Background: an optimization exercise with open tools, aiming at small area, a short achievable clock period and few clock cycles. Do not read the settings as production practice. At most, simulation tests tie the RTL to the original design; equivalence was not proved. The RTL of run 2 was laid out without a check of its function.

==> flow/design.v (outline; a module is shown in full before it is edited, if it fits) <==
// module competitive_node_distance_adapt: 3192 lines
module competitive_node_distance_adapt (
    input  logic                  clk,
    input  logic                  rst_n,
    input  logic                  cfg_we,
    input  logic [15:0]           cfg_wdata,
    input  logic                  in_valid,
    output logic                  in_stall,
    input  logic [40:0]           in_data,
    output logic                  out_valid,
    input  logic                  out_stall,
    output logic [34:0]           out_data
);
  // ...
==> flow/flow/run.sh <==
#!/bin/bash
# Standard layout, with timing repair aiming at 7 ns of setup slack and no dummy clock loads.
set -euo pipefail
bash standard.sh SETUP_SLACK_MARGIN=7 \
  CTS_ARGS="-sink_clustering_enable -repair_clock_nets -dont_use_dummy_load" \
  finish > flow_make.log 2>&1
==> flow/standard.sh <==
#!/bin/bash
# synth_recipe.tcl (not shown) runs the flow's synth.tcl, then flattens the netlist and writes it again
# the make line also repeats each setting of config.mk as NAME=value (left out here)
make -C /OpenROAD-flow-scripts/flow DESIGN_CONFIG=/design/flow/config.mk WORK_HOME=/design/flow/orfs CLKGATE_MAP_FILE= SYNTH_SCRIPT=/design/flow/synth_recipe.tcl "${@:-finish}"
==> flow/config.mk <==
export PLATFORM = sky130hd
export DESIGN_NAME = competitive_node_distance_adapt
export DESIGN_NICKNAME = competitive_node_distance_adapt
export VERILOG_FILES = /design/flow/design.v
export SDC_FILE = /design/flow/constraint.sdc
export NUM_CORES = 4
export LEC_CHECK = 0
export CAP_MARGIN = 20
export CORE_MARGIN = 2
export CORE_UTILIZATION = 40
export SLEW_MARGIN = 20
export TNS_END_PERCENT = 100
==> flow/constraint.sdc <==
create_clock -name core_clock -period 12.0 [get_ports {clk}]
set_input_delay 2.4000 -clock core_clock [delete_from_list [all_inputs] [get_ports {clk}]]
set_output_delay 2.4000 -clock core_clock [all_outputs]
set_load 0.01 [all_outputs]
==> summary.txt, run 1 <==
Die:
- The I/O pin count is 99.
- The area of the die is 200000 sq um.

Clock network:
- The buffer type at the clock tree root is sky130_fd_sc_hd__clkbuf_16.
- The count of cells resized by post-cts repair is 190.

Yosys:
- After technology mapping, the gate count stands at 7833.
- Yosys printed 8 warnings.
- Sorting the synthesized cells by area gives the leading types as sky130_fd_sc_hd__dfrtp_1 21%, sky130_fd_sc_hd__dfxtp_1 12%, sky130_fd_sc_hd__fa_1 8.8%.
- The post-synthesis simple-gate area fraction is 0.108.

Detailed routing:
- For this run, design rule violations remaining after detail routing come to 0.
- The post-detailed-routing wire length is 236000 microns.
- The detailed router put a total of 97800 microns of wire on met1.
- The top layer used by detailed routing is met5.

Final layout:
- The number of antenna repair diodes is 1.
- Of all the cell area in the finished design, the clock network holds 0.0420.
- The number of combinational gates with multiple inputs is 5467.

Timing:
- The final number of max-transition violations is 0.
- The headroom to the max-slew limit is 0.237.
- The worst path needs 5490 ps of the cycle, external delays included.
- Setup repair after global routing could not meet its margin everywhere.
- The maximum frequency from static timing analysis is 0.182 GHz.
- The final total negative setup slack is 0 ps.
- The count of final setup violators is 0.

Setup path:
- The delay of the slowest critical-path stage is 560 ps.
- The source of the worst register-to-register timing path is a_Rb[4].
- Counting buffers and inverters, the worst setup path is 18 cells deep.
- The required arrival time at the worst endpoint is 12700 ps.
- The most common cell type on the critical path is sky130_fd_sc_hd__fa_1.
- The largest fanout on the critical path is 5.

Placed design:
- The count of input and output buffers is 96.
- Once placement completed, the tool counted placed cells totaling 10173.
- Timing analysis after detailed placement gives a worst setup slack of 5710 ps.

Run status:
- The flow ran to the end and the layout has no timing, DRC or antenna violations.

Worst hold path:
- In this run the most critical hold path is launched from e1_w[10].

Global route:
- The via count of the first global-routing pass is 59804.
Testbench counts, summed over its fixed seeds: cycles 4,901.
==> inputs of run 2 (changes only) <==
--- a/flow/design.v
+++ b/flow/design.v
@@ -31,17 +31,17 @@
     input  logic [15:0]           cfg_wdata,
     input  logic                  in_valid,
     output logic                  in_stall,
     input  logic [40:0]           in_data,
     output logic                  out_valid,
     input  logic                  out_stall,
     output logic [34:0]           out_data
 );
-    localparam int L = 5;                
+    localparam int L = 7;                
     localparam logic [1:0] K_SMP  = 2'd0;
     localparam logic [1:0] K_WW   = 2'd1;
     localparam logic [1:0] K_DEN  = 2'd2;
     localparam logic [2:0] DB_IDLE = 3'd0;
     localparam logic [2:0] DB_DENS = 3'd1;    
     localparam logic [2:0] DB_DFIN = 3'd2;
     localparam logic [2:0] DB_RC   = 3'd3;    
     localparam logic [2:0] DB_RFIN = 3'd4;
@@ -84,21 +84,28 @@
     logic        sv_v, sv_den, sv_last;
     logic [33:0] sv_s, sv_c;             
     logic        a_run;
     logic [3:0]  a_cnt;
     logic [26:0] a_Rb;                   
     logic [26:0] a_mb;                   
     logic [4:0]  a_l;
     logic        a_win;
-    logic        e1_v, e2_v, e3_v, e4_v;
-    logic [3:0]  e1_idx, e2_idx, e3_idx, e4_idx;
-    logic        e1_neg, e2_neg, e3_neg, e4_neg;
-    logic        e1_win, e2_win, e3_win;
-    logic [15:0] e1_w, e2_w, e3_w, e4_w;
+    logic        e1_v, f2_v, e2_v, f3_v, e3_v, e4_v;
+    logic [3:0]  e1_idx, f2_idx, e2_idx, f3_idx, e3_idx, e4_idx;
+    logic        e1_neg, f2_neg, e2_neg, f3_neg, e3_neg, e4_neg;
+    logic        e1_win, f2_win, e2_win, f3_win, e3_win;
+    logic [15:0] e1_w, f2_w, e2_w, f3_w, e3_w, e4_w;
+    logic [15:0] f2_s, f2_c;             
+    logic        f2_co;                  
+    logic [16:0] f3_s, f3_c;             
+    logic        f3_co;
+    logic [4:0]  f2_l, f3_l;
+    logic [15:0] a_mlo;                  
+    logic        a_mcap2;
     logic [15:0] e1_ad, e2_n;
     logic        a_mcap;                 
     logic [4:0]  e2_l, e3_l, e4_l;
     logic [16:0] e3_p, e4_q;
     logic        dens_busy, dens_done, dens_pend;
     logic [15:0] d_M;
     logic [15:0] dens_res;
     logic        da_act, da_bv, da_bit;
@@ -110,50 +117,79 @@
     logic [4:0]  db_cnt;
     logic [4:0]  db_l;
     logic        db_cur;                 
     logic        sq_busy, sq_done;
     logic [31:0] sq_rad;
     logic [16:0] sq_rem;
     logic [15:0] sq_root;
     logic [2:0]  sq_cnt;
-    logic        dist_busy;
+    logic [1:0]  dcnt;                   
+    logic [3:0]  dgap;                   
+    logic        dres_v;                 
+    logic [15:0] dres;
     logic [1:0]  of_cnt;
-    logic        of0, of1;        
-    logic ww_inflight, idx_hz, issue_ok, issue, accept;
+    logic        of0, of1, of2;   
+    logic ww_inflight, idx_hz, issue, accept;
     always_comb
     begin
         ww_inflight = 1'b0;
         for (int k = 1; k < L; k++)
             if (p_v[k] && p_k[k] == K_WW)
                 ww_inflight = 1'b1;
     end
     assign idx_hz = a_run && (ir_idx > a_cnt);
     logic adapt_busy;
-    assign adapt_busy = a_run | e1_v | e2_v | e3_v | e4_v;
-    always_comb
-    begin
-        unique case (ir_type)
-            cnda_pkg::REQ_SAMPLE:  issue_ok = !idx_hz && !(ir_last && dist_busy);
-            cnda_pkg::REQ_ADAPT:   issue_ok = !a_run && !ww_inflight && mcur_v;
-            cnda_pkg::REQ_DENSITY: issue_ok = !dens_busy;
-            cnda_pkg::REQ_WWRITE:  issue_ok = !adapt_busy;
-            default:               issue_ok = 1'b1;
-        endcase
-    end
-    assign in_stall = ir_v && !issue_ok;
-    assign issue    = ir_v && issue_ok;
-    assign accept   = in_valid && !in_stall;
+    assign adapt_busy = a_run | e1_v | f2_v | e2_v | f3_v | e3_v | e4_v;
+    logic in_stall_r;
+    assign in_stall = in_stall_r;
+    assign issue    = ir_v && !in_stall_r;
+    assign accept   = in_valid && !in_stall_r;
     logic is_smp, is_adapt, is_win, is_den, is_ww, win_inc;
     assign is_smp   = issue && ir_type == cnda_pkg::REQ_SAMPLE;
     assign is_adapt = issue && ir_type == cnda_pkg::REQ_ADAPT;
     assign is_win   = issue && ir_type == cnda_pkg::REQ_WIN;
     assign is_den   = issue && ir_type == cnda_pkg::REQ_DENSITY;
     assign is_ww    = issue && ir_type == cnda_pkg::REQ_WWRITE;
     assign win_inc  = is_win && (win_reg != 16'hFFFF);
+    logic       a_run_n, adapt_busy_n, ww_inflight_n, mcur_v_n, dens_busy_n, ir_v_n;
+    logic [3:0] a_cnt_n, dgap_n;
+    logic [1:0] dcnt_n;
+    logic [2:0] ir_type_n;
+    logic [3:0] ir_idx_n;
+    logic       ir_last_n, issue_ok_n;
+    assign a_run_n      = is_adapt | (a_run & (a_cnt != 4'd15));
+    assign a_cnt_n      = is_adapt ? 4'd0 : a_run ? (a_cnt + 4'd1) : a_cnt;
+    assign adapt_busy_n = a_run_n | a_run | e1_v | f2_v | e2_v | f3_v | e3_v;
+    always_comb
+    begin
+        ww_inflight_n = is_ww;
+        for (int k = 1; k < L - 1; k++)
+            if (p_v[k] && p_k[k] == K_WW)
+                ww_inflight_n = 1'b1;
+    end
+    assign mcur_v_n     = win_inc ? mnext_v : (db_st == DB_RFIN && db_cur) ? 1'b1 : mcur_v;
+    assign dens_busy_n  = is_den | (dens_busy & !give_den);
+    assign dcnt_n       = dcnt + {1'b0, (is_smp && ir_last)} - {1'b0, give_dist};
+    assign dgap_n       = (is_smp && ir_last) ? 4'd0 : (dgap != 4'd15) ? (dgap + 4'd1) : dgap;
+    assign ir_v_n       = in_stall_r | in_valid;
+    assign ir_type_n    = in_stall_r ? ir_type : in_data[40:38];
+    assign ir_idx_n     = in_stall_r ? ir_idx : in_data[37:34];
+    assign ir_last_n    = in_stall_r ? ir_last : in_data[17];
+    always_comb
+    begin
+        unique case (ir_type_n)
+            cnda_pkg::REQ_SAMPLE:  issue_ok_n = !(a_run_n && (ir_idx_n > a_cnt_n)) &&
+                                                !(ir_last_n && (dcnt_n == 2'd2 || dgap_n < 4'd10));
+            cnda_pkg::REQ_ADAPT:   issue_ok_n = !a_run_n && !ww_inflight_n && mcur_v_n;
+            cnda_pkg::REQ_DENSITY: issue_ok_n = !dens_busy_n;
+            cnda_pkg::REQ_WWRITE:  issue_ok_n = !adapt_busy_n;
+            default:               issue_ok_n = 1'b1;
+        endcase
+    end
     logic [15:0] acc_w;
     logic [16:0] acc_d1;
     assign acc_w  = wgt[p_idx[L]];
     assign acc_d1 = {p_val[L][15], p_val[L]} - {acc_w[15], acc_w};
     logic sq_w0;
     assign sq_w0 = pa_x[0] & pa_x[1];
     logic sq_w1;
     assign sq_w1 = pa_x[0] & pa_x[2];
@@ -1719,18 +1755,20 @@
     assign mr_w429 = (1'b1 & mr_w370) | (1'b1 & mr_w369) | (mr_w370 & mr_w369);
     logic mr_w430;
     assign mr_w430 = mr_w143 ^ mr_w159 ^ mr_w371;
     logic mr_w431;
     assign mr_w431 = (mr_w143 & mr_w159) | (mr_w143 & mr_w371) | (mr_w159 & mr_w371);
     logic [31:0] mr_s, mr_c;
     assign mr_s = {mr_w430, mr_w428, mr_w426, mr_w424, mr_w422, mr_w420, mr_w418, mr_w416, mr_w414, mr_w412, mr_w410, mr_w408, mr_w406, mr_w404, mr_w402, mr_w400, mr_w398, mr_w396, mr_w394, mr_w392, mr_w390, mr_w388, mr_w386, mr_w384, mr_w382, mr_w380, mr_w378, mr_w376, mr_w374, a_Rb[5], mr_w1, mr_w0};
     assign mr_c = {mr_w429, mr_w427, mr_w425, mr_w423, mr_w421, mr_w419, mr_w417, mr_w415, mr_w413, mr_w411, mr_w409, mr_w407, mr_w405, mr_w403, mr_w401, mr_w399, mr_w397, mr_w395, mr_w393, mr_w391, mr_w389, mr_w387, mr_w385, mr_w383, mr_w381, mr_w379, mr_w377, mr_w375, mr_w373, mr_w372, 1'b0, a_Rb[2]};
-    logic [31:0] e2s_p;
-    assign e2s_p = mr_s + mr_c;
+    logic [16:0] f2s_lo;
+    assign f2s_lo = {1'b0, mr_s[15:0]} + {1'b0, mr_c[15:0]};
+    logic [15:0] e2s_n;
+    assign e2s_n = f2_s + f2_c + {15'd0, f2_co};
     logic mm_w0;
     assign mm_w0 = ((a_mb[0] & e2_n[0])) ^ a_mb[2];
     logic mm_w1;
     assign mm_w1 = ((a_mb[0] & e2_n[1]) | (a_mb[1] & e2_n[0])) ^ a_mb[2];
     logic mm_w2;
     assign mm_w2 = ((a_mb[0] & e2_n[2]) | (a_mb[1] & e2_n[1])) ^ a_mb[2];
     logic mm_w3;
     assign mm_w3 = ((a_mb[0] & e2_n[3]) | (a_mb[1] & e2_n[2])) ^ a_mb[2];
@@ -2592,18 +2630,20 @@
     assign mm_w431 = (mm_w143 & mm_w159) | (mm_w143 & mm_w371) | (mm_w159 & mm_w371);
     logic mm_w432;
     assign mm_w432 = mm_w160 ^ 1'b1;
     logic mm_w433;
     assign mm_w433 = mm_w160 & 1'b1;
     logic [32:0] mm_s, mm_c;
     assign mm_s = {mm_w432, mm_w430, mm_w428, mm_w426, mm_w424, mm_w422, mm_w420, mm_w418, mm_w416, mm_w414, mm_w412, mm_w410, mm_w408, mm_w406, mm_w404, mm_w402, mm_w400, mm_w398, mm_w396, mm_w394, mm_w392, mm_w390, mm_w388, mm_w386, mm_w384, mm_w382, mm_w380, mm_w378, mm_w376, mm_w374, a_mb[5], mm_w1, mm_w0};
     assign mm_c = {mm_w431, mm_w429, mm_w427, mm_w425, mm_w423, mm_w421, mm_w419, mm_w417, mm_w415, mm_w413, mm_w411, mm_w409, mm_w407, mm_w405, mm_w403, mm_w401, mm_w399, mm_w397, mm_w395, mm_w393, mm_w391, mm_w389, mm_w387, mm_w385, mm_w383, mm_w381, mm_w379, mm_w377, mm_w375, mm_w373, mm_w372, 1'b0, a_mb[2]};
-    logic [32:0] e3s_p;
-    assign e3s_p = mm_s + mm_c;
+    logic [16:0] f3s_lo;
+    assign f3s_lo = {1'b0, mm_s[15:0]} + {1'b0, mm_c[15:0]};
+    logic [16:0] e3s_p;
+    assign e3s_p = f3_s + f3_c + {16'd0, f3_co};
     logic [14:0] e4s_y;
     logic [29:0] e4s_c;
     assign e4s_y = e3_p[16:2];
     logic md_w0;
     assign md_w0 = ~e4s_y[0];
     logic md_w1;
     assign md_w1 = ~e4s_y[1];
     logic md_w2;
@@ -2904,18 +2944,18 @@
     assign sr_rem1  = sr_d1[19] ? sr_t1[16:0] : sr_d1[16:0];
     assign sr_root1 = {sq_root[14:0], !sr_d1[19]};
     assign sr_t2 = {sr_rem1, sq_rad[29:28]};
     assign sr_c2 = {1'b0, sr_root1, 2'b01};
     assign sr_d2 = {1'b0, sr_t2} - {1'b0, sr_c2};
     assign sr_rem2  = sr_d2[19] ? sr_t2[16:0] : sr_d2[16:0];
     assign sr_root2 = {sr_root1[14:0], !sr_d2[19]};
     logic give, give_dist, give_den, push, push_kind;
-    assign out_valid = (of_cnt != 2'd0) && (of0 ? dens_done : sq_done);
-    assign out_data  = {of0, of0 ? 18'd0 : {2'b00, sq_root}, of0 ? dens_res : 16'd0};
+    assign out_valid = (of_cnt != 2'd0) && (of0 ? dens_done : dres_v);
+    assign out_data  = {of0, of0 ? 18'd0 : {2'b00, dres}, of0 ? dens_res : 16'd0};
     assign give      = out_valid && !out_stall;
     assign give_dist = give && !of0;
     assign give_den  = give && of0;
     assign push      = (is_smp && ir_last) || is_den;
     assign push_kind = is_den;
     always_ff @(posedge clk or negedge rst_n)
     begin
         if (!rst_n)
@@ -2930,62 +2970,74 @@
             lnext     <= 5'd1;
             mnext_v   <= 1'b1;
             for (int i = 0; i < 16; i++)
             begin
                 wgt[i] <= '0;
                 smp[i] <= '0;
             end
             ir_v      <= 1'b0;
+            in_stall_r <= 1'b0;
             for (int k = 1; k <= L; k++)
                 p_v[k] <= 1'b0;
             pa_v      <= 1'b0;
             sv_v      <= 1'b0;
             a_run     <= 1'b0;
             a_mcap    <= 1'b0;
             a_cnt     <= '0;
             e1_v      <= 1'b0;
+            f2_v      <= 1'b0;
             e2_v      <= 1'b0;
+            f3_v      <= 1'b0;
             e3_v      <= 1'b0;
+            a_mcap2   <= 1'b0;
             e4_v      <= 1'b0;
             dens_busy <= 1'b0;
             dens_done <= 1'b0;
             dens_pend <= 1'b0;
             da_act    <= 1'b0;
             da_bv     <= 1'b0;
             db_st     <= DB_IDLE;
             sq_busy   <= 1'b0;
             sq_done   <= 1'b0;
-            dist_busy <= 1'b0;
+            dcnt      <= '0;
+            dgap      <= 4'd15;
+            dres_v    <= 1'b0;
             of_cnt    <= '0;
             of0       <= 1'b0;
             of1       <= 1'b0;
+            of2       <= 1'b0;
         end
         else
         begin
             if (cfg_we)
                 rate_reg <= cfg_wdata;
             if (accept)
                 ir_v <= 1'b1;
             else if (issue)
                 ir_v <= 1'b0;
+            in_stall_r <= ir_v_n && !issue_ok_n;
             if (is_smp)
                 smp[ir_idx] <= ir_val;
             if (win_inc)
             begin
                 win_reg <= win_reg + 16'd1;
                 mcur    <= mnext + 16'd1;
                 lcur    <= lnext;
                 mcur_v  <= mnext_v;
                 mnext_v <= 1'b0;
             end
+            if ((is_smp && ir_last) && !give_dist)
+                dcnt <= dcnt + 2'd1;
+            else if (!(is_smp && ir_last) && give_dist)
+                dcnt <= dcnt - 2'd1;
             if (is_smp && ir_last)
-                dist_busy <= 1'b1;
-            else if (give_dist)
-                dist_busy <= 1'b0;
+                dgap <= 4'd0;
+            else if (dgap != 4'd15)
+                dgap <= dgap + 4'd1;
             if (is_den)
                 dens_busy <= 1'b1;
             else if (give_den)
                 dens_busy <= 1'b0;
             p_v[1] <= is_smp || is_ww || is_den;
             for (int k = 2; k <= L; k++)
                 p_v[k] <= p_v[k-1];
             pa_v <= p_v[L] && (p_k[L] != K_WW);
@@ -3007,18 +3059,21 @@
             end
             else if (a_run)
             begin
                 a_cnt <= a_cnt + 4'd1;
                 if (a_cnt == 4'd15)
                     a_run <= 1'b0;
             end
             e1_v <= a_run;
-            e2_v <= e1_v;
-            e3_v <= e2_v;
+            f2_v <= e1_v;
+            e2_v <= f2_v;
+            f3_v <= e2_v;
+            e3_v <= f3_v;
+            a_mcap2 <= a_mcap;
             e4_v <= e3_v;
             if (sv_v && sv_den)
                 dens_pend <= 1'b1;
             else if (d_start)
                 dens_pend <= 1'b0;
             if (d_start)
                 da_act <= 1'b1;
             else if (da_act && da_cnt == 5'd17)
@@ -3064,45 +3119,56 @@
             else if (sq_busy)
             begin
                 if (sq_cnt == 3'd7)
                 begin
                     sq_busy <= 1'b0;
                     sq_done <= 1'b1;
                 end
             end
-            else if (give_dist)
+            else if (sq_done && !dres_v)
                 sq_done <= 1'b0;
+            if (sq_done && !dres_v)
+                dres_v <= 1'b1;
+            else if (give_dist)
+                dres_v <= 1'b0;
             begin
-                logic f0, f1;
+                logic f0, f1, f2;
                 logic [1:0] c;
                 f0 = of0;
                 f1 = of1;
+                f2 = of2;
                 c  = of_cnt;
                 if (give)
                 begin
                     f0 = f1;
+                    f1 = f2;
                     c  = c - 2'd1;
                 end
                 if (push)
                 begin
                     if (c == 2'd0)
                         f0 = push_kind;
-                    else
+                    else if (c == 2'd1)
                         f1 = push_kind;
+                    else
+                        f2 = push_kind;
                     c = c + 2'd1;
                 end
                 of0    <= f0;
                 of1    <= f1;
+                of2    <= f2;
                 of_cnt <= c;
             end
         end
     end
     always_ff @(posedge clk)
     begin
+        if (sq_done && !dres_v)
+            dres <= sq_root;
         if (accept)
         begin
             ir_type <= in_data[40:38];
             ir_idx  <= in_data[37:34];
             ir_val  <= (in_data[40:38] == cnda_pkg::REQ_DENSITY) ? in_data[15:0] : in_data[33:18];
             ir_last <= in_data[17];
             ir_win  <= in_data[16];
         end
@@ -3133,30 +3199,48 @@
         end
         if (is_den)
             d_M <= win_reg;
         e1_idx <= a_cnt;
         e1_neg <= e1s_d1[16];
         e1_ad  <= e1s_d1[16] ? 16'(-e1s_d1) : e1s_d1[15:0];
         e1_w   <= e1s_w;
         e1_win <= a_win;
-        e2_idx <= e1_idx;
-        e2_neg <= e1_neg;
-        e2_n   <= e2s_p[31:16];
-        e2_w   <= e1_w;
-        e2_win <= e1_win;
-        if (a_mcap)
-            a_mb <= booth_enc({1'b1, mcur});
-        e2_l   <= a_l;
-        e3_idx <= e2_idx;
-        e3_neg <= e2_neg;
-        e3_p   <= e3s_p[32:16];
-        e3_w   <= e2_w;
-        e3_win <= e2_win;
-        e3_l   <= e2_l;
+        f2_idx <= e1_idx;
+        f2_neg <= e1_neg;
+        f2_s   <= mr_s[31:16];
+        f2_c   <= mr_c[31:16];
+        f2_co  <= f2s_lo[16];
+        f2_w   <= e1_w;
+        f2_win <= e1_win;
+        f2_l   <= a_l;
+        e2_idx <= f2_idx;
+        e2_neg <= f2_neg;
+        e2_n   <= e2s_n;
+        e2_w   <= f2_w;
+        e2_win <= f2_win;
+        if (is_adapt)
+            a_mlo <= mcur;
+        if (a_mcap2)
+            a_mb <= booth_enc({1'b1, a_mlo});
+        e2_l   <= f2_l;
+        f3_idx <= e2_idx;
+        f3_neg <= e2_neg;
+        f3_s   <= mm_s[32:16];
+        f3_c   <= mm_c[32:16];
+        f3_co  <= f3s_lo[16];
+        f3_w   <= e2_w;
+        f3_win <= e2_win;
+        f3_l   <= e2_l;
+        e3_idx <= f3_idx;
+        e3_neg <= f3_neg;
+        e3_p   <= e3s_p;
+        e3_w   <= f3_w;
+        e3_win <= f3_win;
+        e3_l   <= f3_l;
         e4_idx <= e3_idx;
         e4_neg <= e3_neg;
         e4_q   <= e3_win ? e3_p : {6'd0, e4s_c[29:19]};
         e4_w   <= e3_w;
         e4_l   <= e3_l;
         if (sv_v && sv_den)
             da_b <= sum_acc[32:0];
         if (d_start)
==> flow/flow/run.sh (replaced) <==
#!/bin/bash
# Standard layout, with timing repair aiming at 8 ns of setup slack and no dummy clock loads.
set -euo pipefail
bash standard.sh SETUP_SLACK_MARGIN=8 \
  CTS_ARGS="-sink_clustering_enable -repair_clock_nets -dont_use_dummy_load" \
  finish > flow_make.log 2>&1
==> run 2 against run 1 <==
  * Still clean
  * Core utilization grew 2.3 points
  * Sequential cell count grew 213
  * Setup slack gained 250 ps
  * Count of clock-buffer cells in the layout grew 13
  * First-iteration DRC count grew 12%
  * Critical endpoint is now db_r[5]
==> summary.txt, run 2 <==
Run status:
- The flow ran to the end and the layout has no timing, DRC or antenna violations.

Timing:
- Across all hold checks on the routed design, the worst slack comes to 273 ps.
- The final total negative setup slack is 0 ps (unchanged).
- The headroom to the max-slew limit came to 0.195 (-0.0419).
- The maximum frequency from static timing analysis is 0.191 GHz (+4.8%).
- The shortest period the worst path allows came to 5230 ps (-254 ps).
- The clock arrives with 122 ps of skew.
- The slack of the critical path is 6770 ps.
- Setup repair after global routing could not meet its margin everywhere.
- The number of hold violations in the final report came to 0.
- In the finished design, the share of the clock period the worst path needs comes to 0.436.
- For the pin with the worst max-slew slack, the measured transition is 1200 ps.
- The final number of max-transition violations is 0 (unchanged).
- The count of final setup violators is 0 (unchanged).

Yosys:
- The count of warnings emitted by yosys is 8 (unchanged).
- In the synthesized netlist, the cells that appear most often are 656 x sky130_fd_sc_hd__dfrtp_1, 647 x sky130_fd_sc_hd__dfxtp_1, 588 x sky130_fd_sc_hd__nand2_1.
- The number of instances in the synthesized netlist is 8251 (+5.3%).
- The most common cell in the synthesized netlist is sky130_fd_sc_hd__dfrtp_1.
- The most used flip-flop cell after synthesis is sky130_fd_sc_hd__dfrtp_1.
- Counting flops with an async set or reset pin after synthesis yields a share of 0.431.
- The number of unique standard cell types used by synthesis is 104.
- Sorting the synthesized cells by area gives the leading types as sky130_fd_sc_hd__dfrtp_1 19%, sky130_fd_sc_hd__dfxtp_1 15%, sky130_fd_sc_hd__fa_1 8.2%.
- The cell area after technology mapping is 84900 sq um.
- For this run, the register share of the synthesized area comes to 0.431.
- The per-instance average area after synthesis is 10.3 sq um.
- The largest total area in the synthesized netlist belongs to sky130_fd_sc_hd__dfrtp_1.
- Of the post-synthesis cell area, the dominant cell type holds 0.193.
- Counting flops and latches in the post-synthesis netlist gives 1545.
- In this run, synthesis inferred 232 flip-flops with an integrated enable.

Die:
- The width of the chip is 465 microns.
- The core region is 211000 sq um.
- From bottom edge to top edge, the die measures 465 microns.
- The area of the die came to 216000 sq um (+8.1%).
- The I/O pin count is 99 (unchanged).
- The cell row count is 169.
- The initial utilization of the core area, before any placement, comes to 0.402.

Setup path:
- Across all register-to-register paths, the minimum setup slack is 6770 ps.
- The reg-to-reg endpoint is db_r[5].
- The worst setup path is of the reg2reg kind.
- The slowest stage of the critical path belongs to the cell sky130_fd_sc_hd__or4_4.
- The startpoint type of the worst setup path is a register.
- The required arrival time at the worst endpoint was 12630 ps (-70 ps).
- The critical path capture point type is a register.
- The delay of the slowest critical-path stage is 510 ps (-50 ps).
- Walking the worst path, the cells encountered are nor2b_4 -> nand3b_1 -> ha_2 -> nor2b_2 -> o31a_1 -> a21o_1 -> or4_4 -> nand3_4 -> o21ai_4 -> a21oi_4 -> mux2i_4 -> ha_1 -> nor2b_4 -> o31a_1 -> o31ai_4 -> a211oi_4 -> o211ai_1 -> a21boi_2 -> a2111o_2 -> and3_4 -> a211oi_2 -> o21ai_1.
- In this run the critical register-to-register path is launched from db_st[0].
- Measured in cells, the most critical reg-to-reg path has a length of 22.
- The cell count along the critical path is 22 (+4).
- The buffer and inverter count on the worst path is 0.
- The largest fanout on the critical path is 7 (+2).
- On the critical path the largest part of the delay comes from compound AO/OA/AOI/OAI gates.
- The worst path arrival time is 5860 ps.

Detailed routing:
- The final route contains 65206 vias.
- The detail-routed net length per standard cell is 22.7 microns.
- The DRC marker count from the first detailed-route iteration is 6035.
- The post-detailed-route count of antenna-violating nets is 0.
- In the routed layout, each cell is associated on average with a via count of 5.71.
- The post-detailed-routing wire length is 259000 microns (+9.8%).
- The first-pass iteration count of the detailed router is 9.
- The number of DRC violations after detailed routing is 0 (unchanged).

Global route:
- The wire length of the first global-routing pass is 394000 microns.
- The overall overflow remaining after global route is 0.
- The total global-route track usage is 0.234.
- Entering global routing, the biggest net connects 163 pins.
- The initial antenna violation count is 9.
- The via count of the first global-routing pass is 65428 (+9.4%).

Clock network:
- Clock tree synthesis inserted a total of 163 buffers.
- The root buffer cell chosen for the clock tree is sky130_fd_sc_hd__clkbuf_16.
- The clock slew seen by the registers of the worst setup and hold paths is 60 ps.
- The clock net sink count is 1545.
- The maximum count of clock buffers along a single path is 3.
- For this design, the CTS-stage hold fixing added 0 buffers.
- TritonCTS built the clock tree.
- The insertion delay of the later-clocked pin in the worst-skew pair is 830 ps.
- The H-tree was split into 4 levels.

Final layout:
- The library cell used most frequently in the layout, excluding fill and tap cells, is sky130_fd_sc_hd__dfrtp_1.
- The count of filler cells inserted in the layout is 19183.
- The library cells used most frequently in the layout, excluding fill and tap cells, are 646 x sky130_fd_sc_hd__dfrtp_1, 588 x sky130_fd_sc_hd__dfxtp_1, 568 x sky130_fd_sc_hd__nand2_1, 525 x sky130_fd_sc_hd__inv_1, 453 x sky130_fd_sc_hd__buf_4.
- In the final layout, the registers with the most flip-flops are smp: 256 flops, wgt: 256 flops, p_val: 112 flops.
- Of the cells placed in the final design, the portion with a size suffix greater than 1 is 0.229.
- The non-filler instance count after layout is 11412.
- At the end of the flow, the number of nets in the layout was 9384.
- The layout overhead on the synthesized area is 19.9%.

Worst hold path:
- The beginning of the worst hold path is e2_w[7].
- The end of the worst hold path is f3_w[7].
- The worst hold path passes through 0 cells.
- The worst hold path belongs to the class reg2reg.

Placed design:
- The worst setup slack before clock tree synthesis was 5900 ps (+185 ps).
- The count of input and output buffers was 96 (unchanged).
- The detailed-placement wirelength estimate is 162000 microns.
- Routability-driven placement finished with a final weighted congestion of 0.919.
- The placed cell count is 10747 (+5.6%).

Flow run:
- The number of maximum-capacitance violations is 0.
==> run 2: cell types whose count changed in the layout (fill, tap and decap cells not counted), sizes merged, moves of 25 or more <==
cell	delta
a21oi	+117
buf	+271
clkdlybuf4s50	-35
dfxtp	+168
edfxtp	+32
inv	+33
nand2	-108
nand3	+29
nor2	+33
nor2b	+25
o21ai	-71
xnor2	-43
xor2	+37
==> run 2: layout make-up <==
class                      count  area [sq um]  area share
tap                         2821          3530      0.0347
clock buffer                 163          4080      0.0401
antenna                        1          2.50   0.0000246
inverter                     565          2180      0.0214
sequential                  1545         36800       0.361
timing repair buffer         709          6970      0.0685
multi-input combinational   5607         48200       0.474
timing repair inverter         1          8.76   0.0000860
==> run 2: kinds of logic after synthesis <==
logic type               synth area share
AO/OA/AOI/OAI                       0.157
XOR/XNOR                           0.0599
adder cells (fa/ha/maj)             0.138
buffers and inverters              0.0498
flip-flops                          0.431
multiplexers                       0.0567
other                           0.0000442
AND/OR/NAND/NOR                     0.108
==> run 2: metal layers <==
layer  GRT usage  share of wire  vias to the layer above
met5           0        0.00010                        -
met4      0.0793          0.038                        4
met3      0.0444          0.072                      685
met2       0.385           0.47                     2615
met1       0.308           0.42                    32420
li1            -              -                    29482
==> run 2: worst max path at each step <==
stage          slack [ps]  startpoint        to
6_report             6770    db_st[0]   db_r[5]
5_1_grt              6620     db_b[1]   db_r[1]
4_1_cts              6780    db_st[0]   db_r[4]
3_5_place_dp         5900    db_st[0]   db_r[1]
3_3_place_gp         5910    db_st[0]   db_r[2]
2_1_floorplan        6990    db_st[0]  db_r[11]
==> run 2: per-stage QoR <==
step,instance area (sq um),util
after floorplan,85800,-
after global placement,88800,0.420
after detailed placement,88800,0.420
after CTS,99000,0.468
after global routing,102000,0.481
final,102000,0.481
==> run 2: worst reg2reg max path: stages, from the launching register on <==
cell                       delay, ps
sky130_fd_sc_hd__dfrtp_2         400
sky130_fd_sc_hd__nor2b_4         130
sky130_fd_sc_hd__nand3b_1        110
sky130_fd_sc_hd__ha_2            200
sky130_fd_sc_hd__nor2b_2          50
sky130_fd_sc_hd__o31a_1          280
sky130_fd_sc_hd__a21o_1          180
sky130_fd_sc_hd__or4_4           510
sky130_fd_sc_hd__nand3_4         110
sky130_fd_sc_hd__o21ai_4          80
sky130_fd_sc_hd__a21oi_4         210
sky130_fd_sc_hd__mux2i_4         280
sky130_fd_sc_hd__ha_1            250
sky130_fd_sc_hd__nor2b_4         130
sky130_fd_sc_hd__o31a_1          320
sky130_fd_sc_hd__o31ai_4         320
sky130_fd_sc_hd__a211oi_4        110
sky130_fd_sc_hd__o211ai_1        300
sky130_fd_sc_hd__a21boi_2        150
sky130_fd_sc_hd__a2111o_2        510
sky130_fd_sc_hd__and3_4          230
sky130_fd_sc_hd__a211oi_2        140
sky130_fd_sc_hd__o21ai_1          80
==> run 2: timing repair <==
action                                  4_1_cts  5_1_grt
setup buffers                               355      122
pin swaps                                   213      279
endpoints found under the hold margin         0        0
cloned                                       18        5
gates resized for setup                     844      432
endpoints found under the setup margin      467      539

## what the ideal ports hide
In the flow no input, the clock included, has a driving cell. The finished layouts below were timed again as built, in two steps.
Step 1 (the two cells are an assumption about what drives the block):
set clk [get_ports {clk}]
set_driving_cell -lib_cell sky130_fd_sc_hd__clkbuf_16 $clk
set_driving_cell -lib_cell sky130_fd_sc_hd__buf_2 [delete_from_list [all_inputs] $clk]
Step 2, shift: input delay + t, output delay - t, t = (earliest + latest rising clock arrival at the registers) / 2. This alone moves slack from input paths to output paths.
Three values: no drivers, after step 1, after step 2; two values: the first two.
| run | t, ns | setup slack, ns | worst setup path at the end | clock arrival spread, ns | worst register clock-pin slew, ns |
|---|---|---|---|---|---|
| run 1 | 0.876 | 6.515 / 6.515 / 6.515 | register to register | 0.154 / 0.154 | 0.07 / 0.07 |
| run 2 | 0.852 | 6.768 / 6.768 / 6.768 | register to register | 0.123 / 0.123 | 0.07 / 0.07 |
After both steps every run listed still meets setup and hold.
